This design comes from an exercise in tuning for small area and a short achievable clock period on the open sky130 flow, not from production work. No run shown here included a check of the RTL's function; only the layout flow was run. Power is estimated from default activity; no workload was simulated.

--- flow/flow/run.sh ---
#!/bin/bash
# Standard layout, with plain buf_1 cells as the port buffers.
bash standard.sh BUFFER_PORTS_ARGS="-buffer_cell sky130_fd_sc_hd__buf_1" > standard.log 2>&1
--- flow/standard.sh ---
#!/bin/bash
# synth_recipe.tcl (not shown) runs the flow's synth.tcl, then flattens the netlist and writes it again
# the make line also repeats each setting of config.mk as NAME=value (left out here)
make -C /OpenROAD-flow-scripts/flow DESIGN_CONFIG=/design/flow/config.mk WORK_HOME=/design/flow/orfs CLKGATE_MAP_FILE= SYNTH_SCRIPT=/design/flow/synth_recipe.tcl "${@:-finish}"
--- flow/config.mk ---
export PLATFORM = sky130hd
export DESIGN_NAME = ex_stage
export DESIGN_NICKNAME = ex_stage
export VERILOG_FILES = /design/flow/design.v
export SDC_FILE = /design/flow/constraint.sdc
export NUM_CORES = 4
export LEC_CHECK = 0
export CAP_MARGIN = 20
export CORE_MARGIN = 2
export CORE_UTILIZATION = 60
export PLACE_DENSITY = 0.7
export SETUP_SLACK_MARGIN = 2.3
export SLEW_MARGIN = 20
--- flow/constraint.sdc ---
create_clock -name core_clock -period 5.0 [get_ports {clk}]
set_input_delay 1.0000 -clock core_clock [delete_from_list [all_inputs] [get_ports {clk}]]
set_output_delay 1.0000 -clock core_clock [all_outputs]
set_load 0.01 [all_outputs]
--- flow/design.v ---
`timescale 1ns/1ps
package ex_isa_pkg;
	localparam logic [6:0] OPC_OP     = 7'b0110011;
	localparam logic [6:0] OPC_OP_IMM = 7'b0010011;
	localparam logic [6:0] OPC_BRANCH = 7'b1100011;
	localparam logic [6:0] OPC_JAL    = 7'b1101111;
	localparam logic [6:0] OPC_JALR   = 7'b1100111;
	localparam logic [6:0] OPC_LUI    = 7'b0110111;
	localparam logic [6:0] OPC_AUIPC  = 7'b0010111;
	localparam logic [2:0] F3_ADD_SUB = 3'b000;
	localparam logic [2:0] F3_SLL     = 3'b001;
	localparam logic [2:0] F3_SLT     = 3'b010;
	localparam logic [2:0] F3_SLTU    = 3'b011;
	localparam logic [2:0] F3_XOR     = 3'b100;
	localparam logic [2:0] F3_SR      = 3'b101;
	localparam logic [2:0] F3_OR      = 3'b110;
	localparam logic [2:0] F3_AND     = 3'b111;
	localparam logic [2:0] F3_BEQ  = 3'b000;
	localparam logic [2:0] F3_BNE  = 3'b001;
	localparam logic [2:0] F3_BLT  = 3'b100;
	localparam logic [2:0] F3_BGE  = 3'b101;
	localparam logic [2:0] F3_BLTU = 3'b110;
	localparam logic [2:0] F3_BGEU = 3'b111;
	typedef struct packed {
		logic [6:0] funct7;
		logic [4:0] rs2;
		logic [4:0] rs1;
		logic [2:0] funct3;
		logic [4:0] rd;
		logic [6:0] opcode;
	} inst_r_t;
	typedef struct packed {
		logic [11:0] imm12;
		logic [4:0]  rs1;
		logic [2:0]  funct3;
		logic [4:0]  rd;
		logic [6:0]  opcode;
	} inst_i_t;
	typedef union packed {
		inst_r_t r;
		inst_i_t i;
	} inst_u;
	typedef enum logic [3:0] {
		ALU_NONE, ALU_ADD, ALU_SUB, ALU_SLL, ALU_SLT, ALU_SLTU,
		ALU_XOR, ALU_SRL, ALU_SRA, ALU_OR, ALU_AND
	} alu_op_e;
	typedef enum logic [2:0] {
		BR_NONE, BR_EQ, BR_NE, BR_LT, BR_GE, BR_LTU, BR_GEU, BR_ALWAYS
	} br_op_e;
endpackage
`timescale 1ns/1ps
package ex_pipe_pkg;
	localparam int XLEN       = 64;
	localparam int SHAMT_W    = 6;
	localparam int REG_ADDR_W = 5;
	typedef struct packed {
		logic                  valid;
		logic [3:0]            alu_op;
		logic [2:0]            br_op;
		logic                  wr_en;
		logic [REG_ADDR_W-1:0] rd;
		logic [XLEN-1:0]       op1;
		logic [XLEN-1:0]       op2;
		logic [XLEN-1:0]       jump_base;
		logic [XLEN-1:0]       jump_offset;
	} ex_req_t;
	typedef struct packed {
		logic                  valid;
		logic                  wr_en;
		logic [REG_ADDR_W-1:0] rd;
		logic [XLEN-1:0]       data;
	} ex_wb_t;
	typedef struct packed {
		logic            en;
		logic [XLEN-1:0] addr;
	} ex_jump_t;
endpackage
`timescale 1ns/1ps
`timescale 1ns/1ps
module ex_prefix #(
	parameter int W    = 64,
	parameter int ARCH = 0
) (
	input  logic [W-1:0] g,
	input  logic [W-1:0] p,
	input  logic         cin,
	output logic [W-1:0] c
);
	localparam int L = $clog2(W);
	logic [W-1:0] gl [0:2*L];
	logic [W-1:0] pl [0:2*L];
	always_comb begin
		for (int l = 0; l <= 2*L; l++) begin
			gl[l] = '0;
			pl[l] = '0;
		end
		gl[0]    = g;
		pl[0]    = p;
		gl[0][0] = g[0] | (p[0] & cin);
		if (ARCH == 0) begin
			for (int l = 0; l < L; l++) begin
				gl[l+1] = gl[l];
				pl[l+1] = pl[l];
				for (int i = 0; i < W; i++) begin
					if (((i >> l) & 1) == 1) begin
						gl[l+1][i] = gl[l][i] | (pl[l][i] & gl[l][((i >> l) << l) - 1]);
						pl[l+1][i] = pl[l][i] & pl[l][((i >> l) << l) - 1];
					end
				end
			end
			c = gl[L];
		end else if (ARCH == 1) begin
			for (int l = 0; l < L; l++) begin
				gl[l+1] = gl[l];
				pl[l+1] = pl[l];
				for (int i = 0; i < W; i++) begin
					if (i >= (1 << l)) begin
						gl[l+1][i] = gl[l][i] | (pl[l][i] & gl[l][i - (1 << l)]);
						pl[l+1][i] = pl[l][i] & pl[l][i - (1 << l)];
					end
				end
			end
			c = gl[L];
		end else begin
			for (int l = 0; l < L; l++) begin
				gl[l+1] = gl[l];
				pl[l+1] = pl[l];
				for (int i = 0; i < W; i++) begin
					if ((i % (2 << l)) == (2 << l) - 1) begin
						gl[l+1][i] = gl[l][i] | (pl[l][i] & gl[l][i - (1 << l)]);
						pl[l+1][i] = pl[l][i] & pl[l][i - (1 << l)];
					end
				end
			end
			for (int l = L - 2; l >= 0; l--) begin
				gl[2*L-1-l] = gl[2*L-2-l];
				pl[2*L-1-l] = pl[2*L-2-l];
				for (int i = 0; i < W; i++) begin
					if ((i % (2 << l)) == (1 << l) - 1 && i >= (2 << l)) begin
						gl[2*L-1-l][i] = gl[2*L-2-l][i] | (pl[2*L-2-l][i] & gl[2*L-2-l][i - (1 << l)]);
						pl[2*L-1-l][i] = pl[2*L-2-l][i] & pl[2*L-2-l][i - (1 << l)];
					end
				end
			end
			c = gl[2*L-1];
		end
	end
endmodule
`timescale 1ns/1ps
`timescale 1ns/1ps
module ex_stage (
	input  logic        clk,
	input  logic        rst_i,
	input  logic        valid_i,
	input  logic [31:0] inst_i,
	input  logic [63:0] op1_i,
	input  logic [63:0] op2_i,
	input  logic [63:0] jump_base_i,
	input  logic [63:0] jump_offset_i,
	input  logic        reg_wr_en_i,
	input  logic [4:0]  reg_wr_addr_i,
	output logic        out_valid_o,
	output logic        reg_wr_en_o,
	output logic [4:0]  reg_wr_addr_o,
	output logic [63:0] reg_wr_data_o,
	output logic        jump_en_o,
	output logic [63:0] jump_addr_o
);
	parameter int LO       = 32;
	parameter int ADD_ARCH = 0;
	parameter int LO_ARCH  = 0;
	parameter int CMP_ARCH = 0;
	parameter int TGT_ARCH = 0;
	localparam int HI = 64 - LO;
	logic [6:0] opc;
	logic [2:0] f3;
	logic       b30;
	logic       is_op, is_opi, is_alu, is_br, is_jmp, is_add;
	assign opc    = inst_i[6:0];
	assign f3     = inst_i[14:12];
	assign b30    = inst_i[30];
	assign is_op  = opc == 7'b0110011;
	assign is_opi = opc == 7'b0010011;
	assign is_alu = is_op | is_opi;
	assign is_br  = opc == 7'b1100011;
	assign is_jmp = (opc == 7'b1101111) | (opc == 7'b1100111);
	assign is_add = is_jmp | (opc == 7'b0110111) | (opc == 7'b0010111);
	logic op_sum, op_sub, op_slt, op_sltu, op_sh, op_sll, op_sra;
	logic op_xor, op_or, op_and;
	assign op_sum  = is_add | (is_alu & (f3 == 3'b000));
	assign op_sub  = is_op & (f3 == 3'b000) & b30;
	assign op_slt  = is_alu & (f3 == 3'b010);
	assign op_sltu = is_alu & (f3 == 3'b011);
	assign op_sh   = is_alu & (f3[1:0] == 2'b01);
	assign op_sll  = is_alu & (f3 == 3'b001);
	assign op_sra  = is_alu & (f3 == 3'b101) & b30;
	assign op_xor  = is_alu & (f3 == 3'b100);
	assign op_or   = is_alu & (f3 == 3'b110);
	assign op_and  = is_alu & (f3 == 3'b111);
	logic [63:0] cmp_c;
	logic        lt_u, lt_s, eq, taken;
	ex_prefix #(.W(64), .ARCH(CMP_ARCH)) u_cmp (
		.g   (~op1_i & op2_i),
		.p   (~(op1_i ^ op2_i)),
		.cin (1'b0),
		.c   (cmp_c)
	);
	assign lt_u = cmp_c[63];
	assign lt_s = (op1_i[63] ^ op2_i[63]) ? op1_i[63] : lt_u;
	assign eq   = op1_i == op2_i;
	always_comb begin
		case (f3)
			3'b000:  taken = eq;
			3'b001:  taken = ~eq;
			3'b100:  taken = lt_s;
			3'b101:  taken = ~lt_s;
			3'b110:  taken = lt_u;
			3'b111:  taken = ~lt_u;
			default: taken = 1'b0;
		endcase
		taken = (is_br & taken) | is_jmp;
	end
	logic        fill;
	logic [63:0] xs, y;
	logic [2:0]  pre;
	assign fill = op_sra & op1_i[63];
	assign pre  = op_sh ? op2_i[5:3] : 3'd0;
	always_comb begin
		for (int i = 0; i < 64; i++) xs[i] = op_sll ? op1_i[63-i] : op1_i[i];
		if (pre[0]) xs = {{8{fill}},  xs[63:8]};
		if (pre[1]) xs = {{16{fill}}, xs[63:16]};
		if (pre[2]) xs = {{32{fill}}, xs[63:32]};
		y = op2_i ^ {64{op_sub}};
	end
	logic [63:0] p, g;
	assign p = op1_i ^ y;
	assign g = op1_i & y;
	logic [LO-1:0] a_lo, b_lo, pa, ga, ps, gs, ca, cs, sum_lo;
	logic          c_lo;
	assign a_lo = op1_i[LO-1:0];
	assign b_lo = op2_i[LO-1:0];
	assign pa   = a_lo ^ b_lo;
	assign ga   = a_lo & b_lo;
	assign ps   = ~pa;
	assign gs   = a_lo & ~b_lo;
	ex_prefix #(.W(LO), .ARCH(LO_ARCH)) u_add_lo (
		.g   (ga),
		.p   (pa),
		.cin (1'b0),
		.c   (ca)
	);
	ex_prefix #(.W(LO), .ARCH(LO_ARCH)) u_sub_lo (
		.g   (gs),
		.p   (ps),
		.cin (1'b1),
		.c   (cs)
	);
	assign sum_lo = op_sub ? (ps ^ {cs[LO-2:0], 1'b1}) : (pa ^ {ca[LO-2:0], 1'b0});
	assign c_lo   = op_sub ? cs[LO-1] : ca[LO-1];
	logic [63:0] tgt_c;
	ex_prefix #(.W(64), .ARCH(TGT_ARCH)) u_tgt (
		.g   (jump_base_i & jump_offset_i),
		.p   (jump_base_i ^ jump_offset_i),
		.cin (1'b0),
		.c   (tgt_c)
	);
	logic        v1, we1;
	logic [4:0]  rd1;
	logic [63:0] p1, g1;
	logic        c1, ltb1, tk1;
	logic        shlo1, shhi1, sumhi1, lgg1, sll1, fill1;
	logic [2:0]  sh1;
	logic [63:0] tgt1;
	always_ff @(posedge clk) begin
		v1     <= ~rst_i & valid_i;
		we1    <= ~rst_i & valid_i & reg_wr_en_i;
		rd1    <= reg_wr_addr_i;
		p1     <= op_sh ? xs : {p[63:LO], op_sum ? sum_lo : pa};
		g1     <= {g[63:LO], ga};
		c1     <= c_lo;
		ltb1   <= (op_slt & lt_s) | (op_sltu & lt_u);
		tk1    <= taken;
		shlo1  <= op_sh | op_xor | op_or | op_sum;
		shhi1  <= op_sh | op_xor | op_or;
		sumhi1 <= op_sum;
		lgg1   <= op_or | op_and;
		sll1   <= op_sll;
		fill1  <= fill;
		sh1    <= op_sh ? op2_i[2:0] : 3'd0;
		tgt1   <= (jump_base_i ^ jump_offset_i) ^ {tgt_c[62:0], 1'b0};
	end
	logic [HI-1:0] c_hi, sum_hi;
	ex_prefix #(.W(HI), .ARCH(ADD_ARCH)) u_add_hi (
		.g   (g1[63:LO]),
		.p   (p1[63:LO]),
		.cin (c1),
		.c   (c_hi)
	);
	assign sum_hi = p1[63:LO] ^ {c_hi[HI-2:0], c1};
	logic [63:0] shr, shres;
	always_comb begin
		shr = p1;
		if (sh1[0]) shr = {{1{fill1}}, shr[63:1]};
		if (sh1[1]) shr = {{2{fill1}}, shr[63:2]};
		if (sh1[2]) shr = {{4{fill1}}, shr[63:4]};
		for (int i = 0; i < 64; i++) shres[i] = sll1 ? shr[63-i] : shr[i];
	end
	logic [63:0] result;
	always_comb begin
		result[LO-1:0] = ({LO{shlo1}} & shres[LO-1:0]) | ({LO{lgg1}} & g1[LO-1:0]);
		result[63:LO]  = ({HI{shhi1}} & shres[63:LO]) | ({HI{lgg1}} & g1[63:LO]) |
		                 ({HI{sumhi1}} & sum_hi);
		result[0]      = result[0] | ltb1;
	end
	always_ff @(posedge clk) begin
		out_valid_o   <= ~rst_i & v1;
		reg_wr_en_o   <= ~rst_i & we1;
		jump_en_o     <= ~rst_i & v1 & tk1;
		reg_wr_addr_o <= rd1;
		reg_wr_data_o <= result;
		jump_addr_o   <= tk1 ? tgt1 : '0;
	end
endmodule
==> reports/qor.yml, run 1 <==
ys_seq_elements: 347
wl_um: 108600
max-vdd-ir-drop_uv: 426.1
syn_nets: 3070
synth_area_um2: 23060
ys.flop_type: "dfxtp_1"
startpoint: "op1_i[20]"
row_count: 71
coreArea_um2: 37760
finalMaxSlewViolations: 0
insertion_delay_ps: 580
wl_per_cell_um: 30.10
track_usage: 0.4554
viasPerCell: 6.988
cts_buffers: 39
portBuffers: 411
path_class: "in -> reg"
grt_pass1_vias: 22591
maxCapViolCount: 0
fin_area_um2: 30810
leakagePower_nw: 12.98
drt_iter0_drc: 3480
synth_area_leaders: "dfxtp_1, ha_1, mux4_2"
r2r-start: "c1"
drc: 0
hp-start: "rd1[1]"
cts_buffer_depth: 3
cts_sinks: 347
cts_hold_buffers: 0
ys_warn_count: 7
yosysTopAreaCell: "dfxtp_1"
critPathMaxFanout: 8
status: "finished clean"
holdCritPathClass: "reg -> reg"
grt_setup_unrepaired: "yes"
yosysSeqAreaShare: 0.3013
cpPeakStageDelay_ps: 830
cp.buffers_inverters: 2
avgSynthCellArea_um2: 9.114
cp_common_cell: "o21ai_1"
post_dp_cell_area_um2: 25450
crit_path_end_kind: "flip-flop"
worst_pin_slew_ps: 1009
clock-root-buffer: "clkbuf_16"
max-slew-margin-rel: 0.3221
setup_slack_ps: 1379
fin_crit_ps: 3621
htree_num_levels: 2
die_area_um2: 40010
synth_cells: 2530
antenna_found_initial: 8
critPathLaunchType: "primary input"
synth_edf_count: 0
crit_chain: "buf_2 > inv_1 > ha_4 > nor3_1 > o211ai_4 > a2111oi_4 > o21ai_1 > a311oi_2 > xor2_1 > o21ai_1"
start_util: 0.6107
crit_slowest_cell: "nor3_1"
place_ws_ps: 639.6
cts_tree: "yes"
clkTransAtPathRegs_ps: 60
vias: 25221
grt_max_degree: 113
p_total_w: 0.008434
final_net_count: 3600
fin_tns_setup_ps: 0
area_growth_pct: 33.63
rrSetupSlack_ps: 2020
clock_skew_ps: 27.78
hpwl_um: 65460
whs_ps: 331.7
setup_viol: 0
crit_family: "compound AO/OA/AOI/OAI gates"
ys_types: 89
finalHoldViolCount: 0
async_flop_share: 0
die_x_um: 200.0
grt_overflow: 0
cp.arrival_ps: 4060
worst_ep_required_time_ps: 5440
synth_top_area_frac: 0.3013
drive_gt1_frac: 0.2822
ant_nets: 0
pwr_density_cell_nw_per_um2: 273.7
place_congestion: 1.022
die_h_um: 200.0
drt-pass1-iter-count: 11
grt_pass1_wl_um: 135200
fmax_mhz: 276.2
fin_crit_sh: 0.7242
top_level_ports: 433
## metal layers
| metal | part of all wire | track usage |
|---|---|---|
| met2 | 0.43 | 0.7271 |
| met3 | 0.14 | 0.1420 |
| met5 | 0.00017 | 0 |
| met1 | 0.31 | 0.5202 |
| met4 | 0.12 | 0.3232 |
## final cells by class
type | instances | area, um2
Inverter | 172 | 684.4
Clock buffer | 51 | 1082
Multi-Input combinational cell | 1869 | 17270
Fill cell | 2100 | 6942
Timing Repair Buffer | 630 | 3938
Timing Repair inverter | 1 | 16.27
Sequential cell | 347 | 6964
Tap cell | 511 | 639.4
Clock inverter | 20 | 200.2
Antenna cell | 8 | 20.02
## registers in the layout (all words and copies together), names as in the netlist, 3 cells and up
register and cells:
reg_wr_addr_o 5, g1 64, p1 64, reg_wr_data_o 64, rd1 5, sh1 3, jump_addr_o 64, tgt1 64
## cells in the mapped netlist, drive strengths merged, types with 7 or more instances
cell    instances
a22oi          10
ha            227
nor2b          23
buf            36
dfxtp         347
a211oi         18
o31ai          12
o21bai         17
inv           170
nand2b         16
a21o           46
a31oi           8
xor2           29
and2           75
xnor2          93
mux2           21
nand3          25
o22ai          12
nand2         193
mux4          108
nor4            7
a21oi         160
clkbuf        110
and3           11
o211ai         33
or2             8
mux2i          73
a22o           31
nor3           48
nor2          208
o21ai         202
nand4          24
fa             16
a222oi         23
and4            8
o21a           20
## kinds of logic (layout without fill, tap and decap cells)
family                   after synthesis  in the layout  synth area share
other                                  0              8                 0
buffers and inverters                318            874           0.05405
XOR/XNOR                             122            122           0.04634
multiplexers                         202            202            0.1474
adder cells (fa/ha/maj)              243            243            0.1371
AO/OA/AOI/OAI                        636            636            0.1785
AND/OR/NAND/NOR                      662            666            0.1353
flip-flops                           347            347            0.3013
## cells in the final DEF (no fill, tap or decap), types with 23 or more instances in the layout
cell type	Yosys	layout
a21o_1	46	46
a21oi_1	158	110
a21oi_2	2	38
a222oi_1	23	23
a22o_1	31	31
and2_1	74	70
buf_1	16	328
buf_2	12	28
buf_4	7	172
buf_6	1	67
clkbuf_16	0	42
dfxtp_1	347	339
ha_1	227	158
ha_4	0	60
inv_1	169	144
mux2i_1	73	70
mux4_2	108	108
nand2_1	192	185
nand4_1	24	24
nor2_1	207	180
nor2_2	0	25
nor3_1	48	32
o211ai_1	31	31
o21ai_0	194	123
o21ai_1	5	52
xnor2_1	93	72
xor2_1	29	27
## metrics by stage
stage | instances | util
after floorplan | 2530 | -
after global placement | 3346 | 0.6740
after detailed placement | 3346 | 0.6740
after CTS | 3517 | 0.7699
after global routing | 3605 | 0.8159
final | 3609 | 0.8161
## repair_timing
| action | in CTS | in global routing |
|---|---|---|
| setup buffers | 96 | 79 |
| endpoints found under the setup margin | 129 | 127 |
| resized for setup | 394 | 201 |
| pin swaps | 185 | 159 |
| gates cloned | 4 | 4 |
## final timing paths
check	end	cells after the start
min	reg_wr_addr_o[1]	0
max reg2reg	reg_wr_data_o[45]	17
min reg2reg	reg_wr_addr_o[1]	0
max	p1[27]	10
## power breakdown
group	internal, W	total [W]	switching [W]
registers	0.00299	0.00317	0.000182
clock network	0.00166	0.00294	0.00128
logic	0.000988	0.00232	0.00134
total	0.00563	0.00843	0.00280
==> run 2: changes to the inputs <==
--- a/flow/config.mk
+++ b/flow/config.mk
@@ -8,6 +8,7 @@
 export CAP_MARGIN = 20
 export CORE_MARGIN = 2
 export CORE_UTILIZATION = 60
-export PLACE_DENSITY = 0.7
+export CTS_BUF_LIST = sky130_fd_sc_hd__clkbuf_4 sky130_fd_sc_hd__clkbuf_8
 export SETUP_SLACK_MARGIN = 2.3
 export SLEW_MARGIN = 20
+export TNS_END_PERCENT = 5
==> run 2 against run 1 <==
Sequential power about the same. Sequential share of layout area is 2.6 points higher. Die area stayed put. Fmax is 7.7% higher. Still clean. Largest power group unchanged. Synthesized cell count is the same. Clock skew increased by 4.7 ps. Critical path type unchanged. Final cell count is 2.5% lower. First-iteration DRC count shrank 40%. Clock power grew 1%.
==> reports/qor.yml, run 2 <==
clock-root-buffer: "clkbuf_8"  # was clkbuf_16
crit_path_end_kind: "flip-flop"  # unchanged
worst_ep_required_time_ps: 5520  # was 5440 ps
fmax_mhz: 297.3  # was 276.2 MHz
synth_top_area_frac: 0.3013  # unchanged
top_level_ports: 433  # unchanged
die_area_um2: 40010  # unchanged
critPathMaxFanout: 6  # was 8
insertion_delay_ps: 680  # was 580 ps
cpPeakStageDelay_ps: 490  # was 830 ps
cts_sinks: 347  # unchanged
finalHoldViolCount: 0  # unchanged
cts_tree: "yes"  # unchanged
synth_adder_area_share: 0.1371  # unchanged
ys.flop_type: "dfxtp_1"  # unchanged
avgSynthCellArea_um2: 9.114  # unchanged
fin_crit_ps: 3364  # was 3621 ps
grt_max_degree: 113  # unchanged
pwr_density_cell_nw_per_um2: 284.9  # was 273.7 nW/um2
setup_slack_ps: 1636  # was 1379 ps
seq_area_um2: 6962  # was 6964 um2
place_ws_ps: 555.5  # was 639.6 ps
maxCapViolCount: 0  # unchanged
clkTransAtPathRegs_ps: 60  # about the same
vias: 22130  # was 25,221
yosysTopAreaCell: "dfxtp_1"  # unchanged
final_net_count: 3496  # was 3,600
ys_seq_elements: 347  # unchanged
fin_area_um2: 27650  # was 30,810 um2
max-vdd-ir-drop_uv: 277.3  # was 426.1 uV
synth_area_leaders: "dfxtp_1, ha_1, mux4_2"  # unchanged
start_util: 0.6107  # unchanged
clock_skew_ps: 32.49  # was 27.78 ps
cts_buffers: 60  # was 39
synth.most_common_cell: "dfxtp_1"  # unchanged
yosysSeqAreaShare: 0.3013  # unchanged
htree_num_levels: 2  # unchanged
cp.arrival_ps: 3890  # was 4060 ps
multi_input_area_um2: 15430  # was 17,270 um2
synth_area_um2: 23060  # unchanged
syn_nets: 3070  # unchanged
viasPerCell: 6.287  # was 6.988
wl_um: 86080  # was 108,600 um
cp.buffers_inverters: 2  # unchanged
synthXorXnorAreaFrac: 0.04634  # unchanged
holdCritPathClass: "reg -> reg"  # unchanged
wl_per_cell_um: 24.45  # was 30.10 um
whs_ps: 325.4  # was 331.7 ps
fin_crit_sh: 0.6728  # was 0.7242
die_x_um: 200.0  # unchanged
final_common_cell: "buf_1"  # was dfxtp_1
hpwl_um: 65180  # was 65,460 um
drt-pass1-iter-count: 11  # unchanged
area_growth_pct: 19.90  # was 33.63%
leakagePower_nw: 11.94  # was 12.98 nW
cts_buffer_depth: 3  # unchanged
place_congestion: 1.009  # was 1.022
worst_pin_slew_ps: 1066  # was 1009 ps
finalMaxSlewViolations: 0  # unchanged
drt_iter0_drc: 2090  # was 3,480
final_cell_mix: "buf_1, dfxtp_1, ha_1"  # was dfxtp_1, buf_1, nand2_1
synth-simple-area-share: 0.1353  # unchanged
synth_common_cells: "dfxtp_1, ha_1, nor2_1"  # unchanged
synth_compound_area_frac: 0.1785  # unchanged
ys_types: 89  # unchanged
critPathLaunchType: "primary input"  # unchanged
status: "finished clean"  # unchanged
track_usage: 0.4186  # was 0.4554
fin_tns_setup_ps: 0  # unchanged
crit_family: "compound AO/OA/AOI/OAI gates"  # unchanged
portBuffers: 411  # unchanged
grt_overflow: 0  # unchanged
setup_viol: 0  # unchanged
nFillCells: 2742  # was 2,100
synth_top_family_by_area: "compound AO/OA/AOI/OAI gates"  # unchanged
row_count: 71  # unchanged
grt_pass1_vias: 21058  # was 22,591
crit_slowest_cell: "a2111oi_0"  # was nor3_1
drive_gt1_frac: 0.1637  # was 0.2822
coreArea_um2: 37760  # unchanged
ant_nets: 0  # unchanged
max-slew-margin-rel: 0.2822  # was 0.3221
muxShareOfSynthArea: 0.1474  # unchanged
grt_pass1_wl_um: 124200  # was 135,200 um
ys_warn_count: 7  # unchanged
drc: 0  # unchanged
path_class: "in -> reg"  # unchanged
crit_chain: "buf_1 > inv_1 > ha_1 > nand4_1 > nor2_1 > a2111oi_0 > a221o_1 > a21o_1 > o211ai_1 > a21oi_1 > xnor2_1 > a211oi_1 > nor4_1"  # was buf_2 > inv_1 > ha_4 > nor3_1 > o211ai_4 > a2111oi_4 > o21ai_1 > a311oi_2 > xor2_1 > o21ai_1
post_dp_cell_area_um2: 25270  # was 25,450 um2
synth_edf_count: 0  # unchanged
synth_cells: 2530  # unchanged
async_flop_share: 0  # unchanged
antenna_found_initial: 3  # was 8
die_h_um: 200.0  # unchanged
grt_setup_unrepaired: "yes"  # unchanged
==> run 2: cell counts after synthesis <==
Identical to the previous run, type by type.
==> run 2: where the power goes <==
group	internal, W	switching [W]	leakage [nW]
registers	0.00299	0.000153	2.87
logic	0.000727	0.00103	8.32
clock network	0.00174	0.00124	0.739
total	0.00546	0.00242	11.9
==> run 2: through the flow <==
step,std cells,util,total power (W)
3_5_place_dp,3369,0.6694,0.004775
4_1_cts,3489,0.7138,0.007769
2_1_floorplan,2530,-,0.004166
6_report,3520,0.7323,0.007877
3_3_place_gp,3369,0.6694,0.004710
5_1_grt,3519,0.7322,0.008176
==> run 2: repair_timing <==
| item | 4_1_cts | 5_1_grt |
|---|---|---|
| setup endpoints to repair | 157 | 174 |
| pin swaps | 17 | 39 |
| cloned | 0 | 2 |
| hold buffers | 0 | 0 |
| setup buffers | 8 | 26 |
| resized for setup | 60 | 111 |
==> run 2: cells by family after synthesis <==
family / count (synthesis)
and+or+nand+nor: 662
DFF: 347
buffers and inverters: 318
xor gates and xnor gates: 122
AOI/OAI and AO/OA: 636
adders and majority gates: 243
muxes: 202
==> run 2: cell type report <==
type                       count  share of cell area
antenna                        3           0.0002715
clock buffer                  85             0.03983
clock inverter                27             0.01127
inverter                     172             0.02394
multi-input combinational   1866              0.5582
sequential                   347              0.2518
tap                          511             0.02313
timing repair buffer         509             0.09160
==> run 2: final timing paths <==
kind,startpoint,to,slack [ps],depth (start not counted)
min reg2reg,rd1[2],reg_wr_addr_o[2],330,0
max,op1_i[52],tk1,1640,13
min,rd1[2],reg_wr_addr_o[2],330,0
max reg2reg,c1,reg_wr_data_o[49],2060,13
==> run 2: worst reg2reg max path: cells and delay by family, from the launching register on <==
family / cells / cell delay [ps]
xor gates and xnor gates: 1 / 90
and+or+nand+nor: 5 / 850
AOI/OAI and AO/OA: 3 / 870
buffers and inverters: 1 / 110
adders and majority gates: 3 / 560
DFF: 1 / 340
==> run 2: metal layers <==
metal	up-vias	routed length (um)	GRT usage
met5	-	0	0
met4	0	7035	0.3084
li1	9916	-	-
met2	1433	38970	0.6624
met1	10438	30600	0.4924
met3	343	9473	0.1092
==> run 3: changes to the inputs <==
--- a/flow/design.v
+++ b/flow/design.v
@@ -166,12 +166,9 @@
 	output logic        jump_en_o,
 	output logic [63:0] jump_addr_o
 );
-	parameter int LO       = 32;
 	parameter int ADD_ARCH = 0;
-	parameter int LO_ARCH  = 0;
-	parameter int CMP_ARCH = 0;
+	parameter int SUB_ARCH = 0;
 	parameter int TGT_ARCH = 0;
-	localparam int HI = 64 - LO;
 	logic [6:0] opc;
 	logic [2:0] f3;
 	logic       b30;
@@ -185,10 +182,10 @@
 	assign is_br  = opc == 7'b1100011;
 	assign is_jmp = (opc == 7'b1101111) | (opc == 7'b1100111);
 	assign is_add = is_jmp | (opc == 7'b0110111) | (opc == 7'b0010111);
-	logic op_sum, op_sub, op_slt, op_sltu, op_sh, op_sll, op_sra;
+	logic op_add, op_sub, op_slt, op_sltu, op_sh, op_sll, op_sra;
 	logic op_xor, op_or, op_and;
-	assign op_sum  = is_add | (is_alu & (f3 == 3'b000));
 	assign op_sub  = is_op & (f3 == 3'b000) & b30;
+	assign op_add  = is_add | (is_alu & (f3 == 3'b000) & ~op_sub);
 	assign op_slt  = is_alu & (f3 == 3'b010);
 	assign op_sltu = is_alu & (f3 == 3'b011);
 	assign op_sh   = is_alu & (f3[1:0] == 2'b01);
@@ -197,17 +194,29 @@
 	assign op_xor  = is_alu & (f3 == 3'b100);
 	assign op_or   = is_alu & (f3 == 3'b110);
 	assign op_and  = is_alu & (f3 == 3'b111);
-	logic [63:0] cmp_c;
-	logic        lt_u, lt_s, eq, taken;
-	ex_prefix #(.W(64), .ARCH(CMP_ARCH)) u_cmp (
-		.g   (~op1_i & op2_i),
-		.p   (~(op1_i ^ op2_i)),
+	logic [63:0] a, b;
+	assign a = op1_i;
+	assign b = op2_i;
+	logic [63:0] add_c, sum;
+	ex_prefix #(.W(64), .ARCH(ADD_ARCH)) u_add (
+		.g   (a & b),
+		.p   (a ^ b),
 		.cin (1'b0),
-		.c   (cmp_c)
+		.c   (add_c)
 	);
-	assign lt_u = cmp_c[63];
-	assign lt_s = (op1_i[63] ^ op2_i[63]) ? op1_i[63] : lt_u;
-	assign eq   = op1_i == op2_i;
+	assign sum = (a ^ b) ^ {add_c[62:0], 1'b0};
+	logic [63:0] bor, diff;
+	ex_prefix #(.W(64), .ARCH(SUB_ARCH)) u_sub (
+		.g   (~a & b),
+		.p   (~(a ^ b)),
+		.cin (1'b0),
+		.c   (bor)
+	);
+	assign diff = (a ^ b) ^ {bor[62:0], 1'b0};
+	logic lt_u, lt_s, eq, taken;
+	assign lt_u = bor[63];
+	assign lt_s = (a[63] ^ b[63]) ? a[63] : lt_u;
+	assign eq   = a == b;
 	always_comb begin
 		case (f3)
 			3'b000:  taken = eq;
@@ -221,42 +230,23 @@
 		taken = (is_br & taken) | is_jmp;
 	end
 	logic        fill;
-	logic [63:0] xs, y;
+	logic [63:0] xs;
 	logic [2:0]  pre;
-	assign fill = op_sra & op1_i[63];
-	assign pre  = op_sh ? op2_i[5:3] : 3'd0;
+	assign fill = op_sra & a[63];
+	assign pre  = b[5:3];
 	always_comb begin
-		for (int i = 0; i < 64; i++) xs[i] = op_sll ? op1_i[63-i] : op1_i[i];
+		for (int i = 0; i < 64; i++) xs[i] = op_sll ? a[63-i] : a[i];
 		if (pre[0]) xs = {{8{fill}},  xs[63:8]};
 		if (pre[1]) xs = {{16{fill}}, xs[63:16]};
 		if (pre[2]) xs = {{32{fill}}, xs[63:32]};
-		y = op2_i ^ {64{op_sub}};
 	end
-	logic [63:0] p, g;
-	assign p = op1_i ^ y;
-	assign g = op1_i & y;
-	logic [LO-1:0] a_lo, b_lo, pa, ga, ps, gs, ca, cs, sum_lo;
-	logic          c_lo;
-	assign a_lo = op1_i[LO-1:0];
-	assign b_lo = op2_i[LO-1:0];
-	assign pa   = a_lo ^ b_lo;
-	assign ga   = a_lo & b_lo;
-	assign ps   = ~pa;
-	assign gs   = a_lo & ~b_lo;
-	ex_prefix #(.W(LO), .ARCH(LO_ARCH)) u_add_lo (
-		.g   (ga),
-		.p   (pa),
-		.cin (1'b0),
-		.c   (ca)
-	);
-	ex_prefix #(.W(LO), .ARCH(LO_ARCH)) u_sub_lo (
-		.g   (gs),
-		.p   (ps),
-		.cin (1'b1),
-		.c   (cs)
-	);
-	assign sum_lo = op_sub ? (ps ^ {cs[LO-2:0], 1'b1}) : (pa ^ {ca[LO-2:0], 1'b0});
-	assign c_lo   = op_sub ? cs[LO-1] : ca[LO-1];
+	logic [63:0] res1;
+	always_comb begin
+		res1 = ({64{op_add}} & sum) | ({64{op_sub}} & diff) | ({64{op_sh}} & xs) |
+		       ({64{op_xor}} & (a ^ b)) | ({64{op_or}} & (a | b)) |
+		       ({64{op_and}} & (a & b));
+		res1[0] = res1[0] | (op_slt & lt_s) | (op_sltu & lt_u);
+	end
 	logic [63:0] tgt_c;
 	ex_prefix #(.W(64), .ARCH(TGT_ARCH)) u_tgt (
 		.g   (jump_base_i & jump_offset_i),
@@ -264,53 +254,29 @@
 		.cin (1'b0),
 		.c   (tgt_c)
 	);
-	logic        v1, we1;
+	logic        v1, we1, tk1;
 	logic [4:0]  rd1;
-	logic [63:0] p1, g1;
-	logic        c1, ltb1, tk1;
-	logic        shlo1, shhi1, sumhi1, lgg1, sll1, fill1;
+	logic [63:0] res1_q, tgt1;
 	logic [2:0]  sh1;
-	logic [63:0] tgt1;
+	logic        sll1, fill1;
 	always_ff @(posedge clk) begin
 		v1     <= ~rst_i & valid_i;
 		we1    <= ~rst_i & valid_i & reg_wr_en_i;
 		rd1    <= reg_wr_addr_i;
-		p1     <= op_sh ? xs : {p[63:LO], op_sum ? sum_lo : pa};
-		g1     <= {g[63:LO], ga};
-		c1     <= c_lo;
-		ltb1   <= (op_slt & lt_s) | (op_sltu & lt_u);
-		tk1    <= taken;
-		shlo1  <= op_sh | op_xor | op_or | op_sum;
-		shhi1  <= op_sh | op_xor | op_or;
-		sumhi1 <= op_sum;
-		lgg1   <= op_or | op_and;
+		res1_q <= res1;
+		sh1    <= op_sh ? b[2:0] : 3'd0;
 		sll1   <= op_sll;
 		fill1  <= fill;
-		sh1    <= op_sh ? op2_i[2:0] : 3'd0;
+		tk1    <= taken;
 		tgt1   <= (jump_base_i ^ jump_offset_i) ^ {tgt_c[62:0], 1'b0};
 	end
-	logic [HI-1:0] c_hi, sum_hi;
-	ex_prefix #(.W(HI), .ARCH(ADD_ARCH)) u_add_hi (
-		.g   (g1[63:LO]),
-		.p   (p1[63:LO]),
-		.cin (c1),
-		.c   (c_hi)
-	);
-	assign sum_hi = p1[63:LO] ^ {c_hi[HI-2:0], c1};
-	logic [63:0] shr, shres;
+	logic [63:0] shr, result;
 	always_comb begin
-		shr = p1;
+		shr = res1_q;
 		if (sh1[0]) shr = {{1{fill1}}, shr[63:1]};
 		if (sh1[1]) shr = {{2{fill1}}, shr[63:2]};
 		if (sh1[2]) shr = {{4{fill1}}, shr[63:4]};
-		for (int i = 0; i < 64; i++) shres[i] = sll1 ? shr[63-i] : shr[i];
-	end
-	logic [63:0] result;
-	always_comb begin
-		result[LO-1:0] = ({LO{shlo1}} & shres[LO-1:0]) | ({LO{lgg1}} & g1[LO-1:0]);
-		result[63:LO]  = ({HI{shhi1}} & shres[63:LO]) | ({HI{lgg1}} & g1[63:LO]) |
-		                 ({HI{sumhi1}} & sum_hi);
-		result[0]      = result[0] | ltb1;
+		for (int i = 0; i < 64; i++) result[i] = sll1 ? shr[63-i] : shr[i];
 	end
 	always_ff @(posedge clk) begin
 		out_valid_o   <= ~rst_i & v1;
--- a/flow/config.mk
+++ b/flow/config.mk
@@ -7,8 +7,6 @@
 export LEC_CHECK = 0
 export CAP_MARGIN = 20
 export CORE_MARGIN = 2
-export CORE_UTILIZATION = 60
-export CTS_BUF_LIST = sky130_fd_sc_hd__clkbuf_4 sky130_fd_sc_hd__clkbuf_8
+export CORE_UTILIZATION = 40
 export SETUP_SLACK_MARGIN = 2.3
 export SLEW_MARGIN = 20
-export TNS_END_PERCENT = 5
==> run 3 against run 2 <==
Hold slack improved by 2.7 ps. First-iteration DRC count rose by 1.3%. Die area rose by 52%. Sequential power fell by about 20%. Final area rose by 16%. Non-clock buffer count rose by 177. Final cell count rose by 14%. Critical path depth rose by 5. Worst setup slack got worse by 440 ps. Clock skew fell by 22 ps. Critical endpoint is now res1_q[47]. Largest cell class unchanged. Largest power group is now combinational logic. Highest routed layer is now met5.
==> reports/qor.yml, run 3 <==
cts_buffers: 24  # was 60
holdPathStages: 0  # unchanged
cpPeakStageDelay_ps: 360  # was 490 ps
p_int_w: 0.004702  # was 0.005457 W
p_sw_w: 0.002307  # was 0.002420 W
die_h_um: 246.6  # was 200.0 um
cts_tree: "yes"  # unchanged
insertion_delay_ps: 530  # was 680 ps
seq_area_um2: 5552  # was 6962 um2
drt_iter0_drc: 2118  # was 2,090
status: "finished clean"  # unchanged
fin_tns_setup_ps: 0  # unchanged
final_cell_mix: "buf_1, dfxtp_1, buf_4"  # was buf_1, dfxtp_1, ha_1
synth_cells: 2663  # was 2,530
area_growth_pct: 35.90  # was 19.90%
clock-root-buffer: "clkbuf_16"  # was clkbuf_8
cp_common_cell: "buf_6"
utilization: 0.5524  # was 0.7323
leakagePower_nw: 13.07  # was 11.94 nW
multi_input_area_um2: 19450  # was 15,430 um2
coreArea_um2: 57920  # was 37,760 um2
drc: 0  # unchanged
final_net_count: 3778  # was 3,496
start_util: 0.4065  # was 0.6107
power_frac_seq: 0.356  # was 0.399
worst_pin_slew_ps: 979.9  # was 1066 ps
place_congestion: 0.9841  # was 1.009
htree_num_levels: 1  # was 2
final_cells: 3997  # was 3,520
synth_area_leaders: "dfxtp_1, ha_1, mux4_2"  # unchanged
crit_chain: "buf_2 > inv_1 > ha_4 > nor2_1 > a221o_1 > a21oi_4 > a31oi_1 > buf_4 > a211o_4 > buf_12 > buf_8 > buf_6 > nor2_4 > o21bai_4 > buf_6 > a211oi_2 > mux2i_1 > o21ai_1"  # was buf_1 > inv_1 > ha_1 > nand4_1 > nor2_1 > a2111oi_0 > a221o_1 > a21o_1 > o211ai_1 > a21oi_1 > xnor2_1 > a211oi_1 > nor4_1
nFillCells: 5250  # was 2,742
finalMaxSlewViolations: 0  # unchanged
maxCapViolCount: 0  # unchanged
synth.most_common_cell: "dfxtp_1"  # unchanged
post_dp_cell_area_um2: 26910  # was 25,270 um2
yosysSeqAreaShare: 0.2356  # was 0.3013
wl_um: 96600  # was 86,080 um
critPathMaxFanout: 9  # was 6
reg2reg_depth: 3  # was 13
ant_nets: 0  # unchanged
syn_nets: 3231  # was 3,070
holdCritPathClass: "reg -> reg"  # unchanged
cts_sinks: 277  # was 347
fin_crit_sh: 0.7607  # was 0.6728
pwr-share-clk: 0.280  # was 0.379
synth_edf_count: 0  # unchanged
max-slew-margin-rel: 0.3467  # was 0.2822
drive_gt1_frac: 0.2946  # was 0.1637
viasPerCell: 6.038  # was 6.287
grt_max_degree: 69  # was 113
ys.flop_type: "dfxtp_1"  # unchanged
async_flop_share: 0  # unchanged
worst_ep_required_time_ps: 5380  # was 5520 ps
cts_buffer_depth: 3  # unchanged
die_x_um: 246.6  # was 200.0 um
die_area_um2: 60810  # was 40,010 um2
crit_slowest_cell: "a221o_1"  # was a2111oi_0
grt_overflow: 0  # unchanged
final_common_cell: "buf_1"  # unchanged
vias: 24132  # was 22,130
top_level_ports: 433  # unchanged
clkTransAtPathRegs_ps: 70  # was 60 ps
synth_area_um2: 23540  # was 23,060 um2
row_count: 88  # was 71
setup_viol: 0  # unchanged
cp.arrival_ps: 4180  # was 3890 ps
yosysTopAreaCell: "dfxtp_1"  # unchanged
ys_types: 94  # was 89
antenna_found_initial: 5  # was 3
avgSynthCellArea_um2: 8.840  # was 9.114 um2
synth_common_cells: "dfxtp_1, ha_1, inv_1"  # was dfxtp_1, ha_1, nor2_1
fmax_mhz: 262.9  # was 297.3 MHz
max-vdd-ir-drop_uv: 266.6  # was 277.3 uV
critPathLaunchType: "primary input"  # unchanged
synth_top_area_frac: 0.2356  # was 0.3013
fin_crit_ps: 3804  # was 3364 ps
track_usage: 0.2984  # was 0.4186
path_class: "in -> reg"  # unchanged
drt-pass1-iter-count: 6  # was 11
pwr_density_cell_nw_per_um2: 219.1  # was 284.9 nW/um2
whs_ps: 328.1  # was 325.4 ps
wl_per_cell_um: 24.17  # was 24.45 um
finalHoldViolCount: 0  # unchanged
portBuffers: 411  # unchanged
fin_area_um2: 31990  # was 27,650 um2
combPwrFrac: 0.363  # was 0.223
dpl.cell_count: 3782  # was 3,369
grt_setup_unrepaired: "yes"  # unchanged
clock_skew_ps: 10.49  # was 32.49 ps
ys_seq_elements: 277  # was 347
crit_path_end_kind: "flip-flop"  # unchanged
grt_pass1_wl_um: 139100  # was 124,200 um
grt_pass1_vias: 23354  # was 21,058
swShare: 0.3291  # was 0.3073
hpwl_um: 72210  # was 65,180 um
ys_warn_count: 4  # was 7
cts_hold_buffers: 0  # unchanged
## run 3: power groups by stage
| stage | Combinational [W] | Clock [W] | Sequential [W] |
|---|---|---|---|
| CTS | 0.00225 | 0.00202 | 0.00250 |
| global placement | 0.00190 | 0 | 0.00254 |
| detailed placement | 0.00193 | 0 | 0.00255 |
| global route | 0.00271 | 0.00210 | 0.00252 |
| finish | 0.00255 | 0.00197 | 0.00250 |
| floorplan | 0.00127 | 0 | 0.00254 |
## run 3: path summary, 6_finish.rpt
check,to,slack [ps],from
worst max-delay path,res1_q[47],1200,op1_i[13]
worst min-delay path,reg_wr_addr_o[0],330,rd1[0]
worst max register to register,reg_wr_data_o[33],2400,sh1[1]
worst min register to register,reg_wr_addr_o[0],330,rd1[0]
## run 3: through the flow
stage | setup slack (ps) | power [W]
final | 1196 | 0.007009
after global routing | 1154 | 0.007325
after CTS | 1121 | 0.006774
after detailed placement | 185.5 | 0.004482
after global placement | 175.1 | 0.004442
after floorplan | 818.8 | 0.003811
## run 3: final cells by class
class / count / share of cell area
flip-flops and latches: 277 / 0.1735
well taps: 765 / 0.02992
inverters: 207 / 0.02503
repair buffers: 686 / 0.1367
clock inverters: 8 / 0.003755
multi-input cells: 2014 / 0.6080
diodes: 4 / 0.0003129
clock buffers: 36 / 0.02272
## run 3: timing repair
| item | CTS | global route |
|---|---|---|
| gates cloned | 7 | 2 |
| setup endpoints to repair | 98 | 103 |
| setup buffers | 100 | 58 |
| resized for setup | 388 | 234 |
| pin swaps | 135 | 142 |
## run 3: cell families after synthesis
group           after synthesis  synth area share
compound gates              774            0.2249
simple gates                656            0.1368
buf+inv                     374           0.06123
flops                       277            0.2356
fa+ha+maj                   271            0.1498
mux                         242            0.1660
xor+xnor                     69           0.02567
## run 3: layer usage
layer / routed length [um] / GRT usage / vias up
met4: 5202 / 0.1377 / 4
met3: 8848 / 0.04401 / 266
li1: - / - / 10938
met2: 45010 / 0.5036 / 1333
met1: 37510 / 0.3746 / 11591
met5: 27 / 0 / -
## run 3: critical path, delay by kind of cell
kind | cells | cell delay (ps)
mux | 1 | 200
simple gates | 2 | 240
buf+inv | 7 | 970
compound gates | 7 | 1410
fa+ha+maj | 1 | 350
==> run 4: changes to the inputs <==
--- a/flow/design.v
+++ b/flow/design.v
@@ -77,73 +77,90 @@
 endpackage
 `timescale 1ns/1ps
 `timescale 1ns/1ps
+module ex_pfx_gp (
+	input  logic gh,
+	input  logic ph,
+	input  logic gl,
+	input  logic pl,
+	output logic g,
+	output logic p
+);
+	assign g = gh | (ph & gl);
+	assign p = ph & pl;
+endmodule
+module ex_pfx_g (
+	input  logic gh,
+	input  logic ph,
+	input  logic gl,
+	output logic g
+);
+	assign g = gh | (ph & gl);
+endmodule
 module ex_prefix #(
 	parameter int W    = 64,
-	parameter int ARCH = 0
+	parameter int ARCH = 3
 ) (
 	input  logic [W-1:0] g,
 	input  logic [W-1:0] p,
-	input  logic         cin,
 	output logic [W-1:0] c
 );
 	localparam int L = $clog2(W);
-	logic [W-1:0] gl [0:2*L];
-	logic [W-1:0] pl [0:2*L];
-	always_comb begin
-		for (int l = 0; l <= 2*L; l++) begin
-			gl[l] = '0;
-			pl[l] = '0;
+	if (ARCH == 3) begin : g_cells
+		logic [W-1:0] gl [0:L];
+		logic [W-1:0] pl [0:L];
+		assign gl[0] = g;
+		assign pl[0] = p;
+		for (genvar l = 0; l < L; l++) begin : g_lvl
+			for (genvar i = 0; i < W; i++) begin : g_bit
+				if (((i >> l) & 1) == 1) begin : g_comb
+					localparam int J = ((i >> l) << l) - 1;
+					if ((i >> (l + 1)) == 0) begin : g_g
+						ex_pfx_g u_c (
+							.gh (gl[l][i]),
+							.ph (pl[l][i]),
+							.gl (gl[l][J]),
+							.g  (gl[l+1][i])
+						);
+						assign pl[l+1][i] = 1'b0;
+					end else begin : g_gp
+						ex_pfx_gp u_c (
+							.gh (gl[l][i]),
+							.ph (pl[l][i]),
+							.gl (gl[l][J]),
+							.pl (pl[l][J]),
+							.g  (gl[l+1][i]),
+							.p  (pl[l+1][i])
+						);
+					end
+				end else begin : g_pass
+					assign gl[l+1][i] = gl[l][i];
+					assign pl[l+1][i] = pl[l][i];
+				end
+			end
 		end
-		gl[0]    = g;
-		pl[0]    = p;
-		gl[0][0] = g[0] | (p[0] & cin);
-		if (ARCH == 0) begin
+		assign c = gl[L];
+	end else begin : g_beh
+		logic [W-1:0] gl [0:L];
+		logic [W-1:0] pl [0:L];
+		always_comb begin
+			gl[0] = g;
+			pl[0] = p;
 			for (int l = 0; l < L; l++) begin
 				gl[l+1] = gl[l];
 				pl[l+1] = pl[l];
 				for (int i = 0; i < W; i++) begin
-					if (((i >> l) & 1) == 1) begin
+					if (ARCH == 0 && ((i >> l) & 1) == 1) begin
 						gl[l+1][i] = gl[l][i] | (pl[l][i] & gl[l][((i >> l) << l) - 1]);
 						pl[l+1][i] = pl[l][i] & pl[l][((i >> l) << l) - 1];
 					end
-				end
-			end
-			c = gl[L];
-		end else if (ARCH == 1) begin
-			for (int l = 0; l < L; l++) begin
-				gl[l+1] = gl[l];
-				pl[l+1] = pl[l];
-				for (int i = 0; i < W; i++) begin
-					if (i >= (1 << l)) begin
+					if (ARCH == 1 && i >= (1 << l)) begin
 						gl[l+1][i] = gl[l][i] | (pl[l][i] & gl[l][i - (1 << l)]);
 						pl[l+1][i] = pl[l][i] & pl[l][i - (1 << l)];
 					end
 				end
 			end
-			c = gl[L];
-		end else begin
-			for (int l = 0; l < L; l++) begin
-				gl[l+1] = gl[l];
-				pl[l+1] = pl[l];
-				for (int i = 0; i < W; i++) begin
-					if ((i % (2 << l)) == (2 << l) - 1) begin
-						gl[l+1][i] = gl[l][i] | (pl[l][i] & gl[l][i - (1 << l)]);
-						pl[l+1][i] = pl[l][i] & pl[l][i - (1 << l)];
-					end
-				end
-			end
-			for (int l = L - 2; l >= 0; l--) begin
-				gl[2*L-1-l] = gl[2*L-2-l];
-				pl[2*L-1-l] = pl[2*L-2-l];
-				for (int i = 0; i < W; i++) begin
-					if ((i % (2 << l)) == (1 << l) - 1 && i >= (2 << l)) begin
-						gl[2*L-1-l][i] = gl[2*L-2-l][i] | (pl[2*L-2-l][i] & gl[2*L-2-l][i - (1 << l)]);
-						pl[2*L-1-l][i] = pl[2*L-2-l][i] & pl[2*L-2-l][i - (1 << l)];
-					end
-				end
-			end
-			c = gl[2*L-1];
 		end
+		assign c = gl[L];
 	end
 endmodule
 `timescale 1ns/1ps
@@ -166,9 +183,9 @@
 	output logic        jump_en_o,
 	output logic [63:0] jump_addr_o
 );
-	parameter int ADD_ARCH = 0;
-	parameter int SUB_ARCH = 0;
-	parameter int TGT_ARCH = 0;
+	parameter int ADD_ARCH = 3;
+	parameter int SUB_ARCH = 3;
+	parameter int TGT_ARCH = 3;
 	logic [6:0] opc;
 	logic [2:0] f3;
 	logic       b30;
@@ -201,7 +218,6 @@
 	ex_prefix #(.W(64), .ARCH(ADD_ARCH)) u_add (
 		.g   (a & b),
 		.p   (a ^ b),
-		.cin (1'b0),
 		.c   (add_c)
 	);
 	assign sum = (a ^ b) ^ {add_c[62:0], 1'b0};
@@ -209,7 +225,6 @@
 	ex_prefix #(.W(64), .ARCH(SUB_ARCH)) u_sub (
 		.g   (~a & b),
 		.p   (~(a ^ b)),
-		.cin (1'b0),
 		.c   (bor)
 	);
 	assign diff = (a ^ b) ^ {bor[62:0], 1'b0};
@@ -251,7 +266,6 @@
 	ex_prefix #(.W(64), .ARCH(TGT_ARCH)) u_tgt (
 		.g   (jump_base_i & jump_offset_i),
 		.p   (jump_base_i ^ jump_offset_i),
-		.cin (1'b0),
 		.c   (tgt_c)
 	);
 	logic        v1, we1, tk1;
--- a/flow/config.mk
+++ b/flow/config.mk
@@ -10,3 +10,5 @@
 export CORE_UTILIZATION = 40
 export SETUP_SLACK_MARGIN = 2.3
 export SLEW_MARGIN = 20
+export SYNTH_HIERARCHICAL = 1
+export SYNTH_MINIMUM_KEEP_SIZE = 0
==> run 4 against run 3 <==
Still clean. Core utilization down 3.0 points. Worst setup slack improved by 440 ps. Final area rose by 12%. Flip-flop and latch count unchanged. Sequential power is 2% lower. Via count increased by 17%. Synthesized area increased by 18%. Clock power increased by 14%. Critical path type unchanged. Highest routed layer unchanged.
==> reports/qor.yml, run 4 <==
status: "finished clean"  # unchanged
max-slew-margin-rel: 0.3668  # was 0.3467
antenna_found_initial: 17  # was 5
critPathMaxFanout: 7  # was 9
synth_cells: 3235  # was 2,663
wl_per_cell_um: 25.91  # was 24.17 um
grt_setup_unrepaired: "yes"  # unchanged
start_util: 0.4051  # was 0.4065
track_usage: 0.3285  # was 0.2984
clock-root-buffer: "clkbuf_16"  # unchanged
worst_ep_required_time_ps: 5420  # was 5380 ps
maxCapViolCount: 0  # unchanged
portBuffers: 411  # unchanged
fin_tns_setup_ps: 0  # unchanged
syn_nets: 3788  # was 3,231
crit_chain: "buf_8 > inv_6 > ha_4 > inv_2 > a21o_1 > a21o_1 > a21o_4 > a21o_4 > a21o_4 > buf_12 > buf_16 > a21o_1 > xnor2_1 > o22ai_1 > a211oi_1 > nand4_1"  # was buf_2 > inv_1 > ha_4 > nor2_1 > a221o_1 > a21oi_4 > a31oi_1 > buf_4 > a211o_4 > buf_12 > buf_8 > buf_6 > nor2_4 > o21bai_4 > buf_6 > a211oi_2 > mux2i_1 > o21ai_1
avgSynthCellArea_um2: 8.603  # was 8.840 um2
cts_hold_buffers: 0  # unchanged
met2_usage: 0.4953  # was 0.5036
cts_buffer_depth: 3  # unchanged
final_cells: 4752  # was 3,997
path_class: "in -> reg"  # unchanged
grt_pass1_wl_um: 175500  # was 139,100 um
dpl.cell_count: 4531  # was 3,782
synth_area_um2: 27830  # was 23,540 um2
cp.arrival_ps: 3780  # was 4180 ps
fin_crit_sh: 0.6728  # was 0.7607
grt_overflow: 0  # unchanged
ys_warn_count: 12  # was 4
fmax_mhz: 297.2  # was 262.9 MHz
final_cell_mix: "a21o_1, and2_1, buf_4"  # was buf_1, dfxtp_1, buf_4
area_growth_pct: 28.84  # was 35.90%
final_net_count: 4346  # was 3,778
final_common_cell: "a21o_1"  # was buf_1
utilization: 0.5219  # was 0.5524
grt_pass1_vias: 26384  # was 23,354
htree_num_levels: 1  # unchanged
drt-pass1-iter-count: 6  # unchanged
pwr_density_cell_nw_per_um2: 213.4  # was 219.1 nW/um2
drt_iter0_drc: 3505  # was 2,118
drc: 0  # unchanged
cts_tree: "yes"  # unchanged
holdCritPathClass: "reg -> reg"  # unchanged
critPathLaunchType: "primary input"  # unchanged
vias: 28300  # was 24,132
die_h_um: 267.8  # was 246.6 um
cts_sinks: 277  # unchanged
clock_skew_ps: 38.40  # was 10.49 ps
finalMaxSlewViolations: 0  # unchanged
gr-max-usage-layer: "met2"  # unchanged
hpwl_um: 92740  # was 72,210 um
row_count: 96  # was 88
fin_crit_ps: 3364  # was 3804 ps
crit_slowest_cell: "a21o_4"  # was a221o_1
ant_nets: 0  # unchanged
top_level_ports: 433  # unchanged
place_congestion: 1.088  # was 0.9841
die_x_um: 267.8  # was 246.6 um
die_area_um2: 71710  # was 60,810 um2
coreArea_um2: 68710  # was 57,920 um2
clkTransAtPathRegs_ps: 60  # was 70 ps
crit_path_end_kind: "flip-flop"  # unchanged
p_total_w: 0.007652  # was 0.007009 W
max-vdd-ir-drop_uv: 250.7  # was 266.6 uV
insertion_delay_ps: 610  # was 530 ps
worst_pin_slew_ps: 949.8  # was 979.9 ps
wl_um: 123100  # was 96,600 um
drive_gt1_frac: 0.2676  # was 0.2946
cpPeakStageDelay_ps: 280  # was 360 ps
leakagePower_nw: 17.91  # was 13.07 nW
use_met3: 0.07294  # was 0.04401
cts_buffers: 30  # was 24
finalHoldViolCount: 0  # unchanged
setup_viol: 0  # unchanged
grt_max_degree: 68  # was 69
viasPerCell: 5.955  # was 6.038
grt_use_met1: 0.4419  # was 0.3746
## run 4: metrics by stage
step | cell area, um2 | setup WS (ps) | hold WS, ps
floorplan | 28190 | 1201 | 309.6
global placement | 30900 | 478.3 | 310.1
detailed placement | 30900 | 406.9 | 318.4
CTS | 34670 | 1765 | 314.0
global route | 35850 | 1617 | 310.3
finish | 35860 | 1636 | 315.0
## run 4: area by class of cell
cell class	count	area, um2
Inverter	201	843.3
Fill cell	6546	32850
Timing Repair Buffer	754	5122
Clock buffer	42	885.9
Clock inverter	13	126.4
Multi-Input combinational cell	2529	22150
Sequential cell	277	5555
Antenna cell	5	12.51
Tap cell	931	1165
## run 4: power breakdown
| part | internal, W | switching (W) | total, W | leakage (nW) |
|---|---|---|---|---|
| Sequential | 0.00239 | 0.0000600 | 0.00245 | 2.28 |
| Combinational | 0.00132 | 0.00164 | 0.00296 | 15.1 |
| Clock | 0.00129 | 0.000946 | 0.00224 | 0.504 |
## run 4: path summary, 6_finish.rpt
kind         slack [ps]  startpoint  cells past startpoint           endpoint
max reg2reg        2590      sh1[0]                      3  reg_wr_data_o[46]
max                1640    op2_i[1]                     16         res1_q[41]
min reg2reg         320      rd1[2]                      0   reg_wr_addr_o[2]
min                 320      rd1[2]                      0   reg_wr_addr_o[2]
## run 4: what timing repair did
| item | CTS | global route |
|---|---|---|
| gates resized for setup | 502 | 212 |
| buffers inserted | 91 | 60 |
| pin swaps | 126 | 153 |
| gates cloned | 10 | 0 |
| endpoints found under the hold margin | 0 | 0 |
| setup endpoints to repair | 96 | 98 |
## run 4: worst max-delay path: cells and delay by family
kind	cells	cell delay, ps
simple gates	1	190
xor+xnor	1	140
fa+ha+maj	1	260
compound gates	8	1710
buf+inv	5	460
## run 4: layer usage
| layer | vias to the layer above | wire, um |
|---|---|---|
| li1 | 12706 | - |
| met1 | 13608 | 49950 |
| met2 | 1585 | 52670 |
| met3 | 383 | 13060 |
| met4 | 18 | 7329 |
| met5 | - | 129 |

[re-timing with driven ports]
The results above use ideal ports. As a check the final layouts listed here were re-extracted and re-timed, cells and wires unchanged. Step 1: set_driving_cell puts a clkbuf_16 on clk and a buf_2 on each other input, an assumption about the parent block. Step 2 adds t to the input delays and takes it off the output delays; t is the mean of the earliest and latest rising clock arrival at the registers after step 1. Input paths then give back, and output paths get back, about the clock's delay inside the block. a / b / c = ideal ports / drivers / drivers and shift; a / b = the first two.
run | shift t [ns] | slack for setup (ns) | hold slack, ns | clock arrival spread, ns
run 1 | 0.634 | 1.379 / 1.390 / 0.756 | 0.332 / 0.332 / 0.332 | 0.032 / 0.032
run 2 | 0.714 | 1.636 / 1.635 / 0.921 | 0.325 / 0.325 / 0.325 | 0.042 / 0.042
run 3 | 0.577 | 1.196 / 1.207 / 0.630 | 0.328 / 0.328 / 0.328 | 0.011 / 0.011
run 4 | 0.650 | 1.636 / 1.641 / 0.991 | 0.315 / 0.315 / 0.315 | 0.042 / 0.042
After both steps setup and hold are still met in every run listed. The setup slack of run 2, which loses most, moves by -0.001 ns with the drivers and by -0.715 ns with both steps.
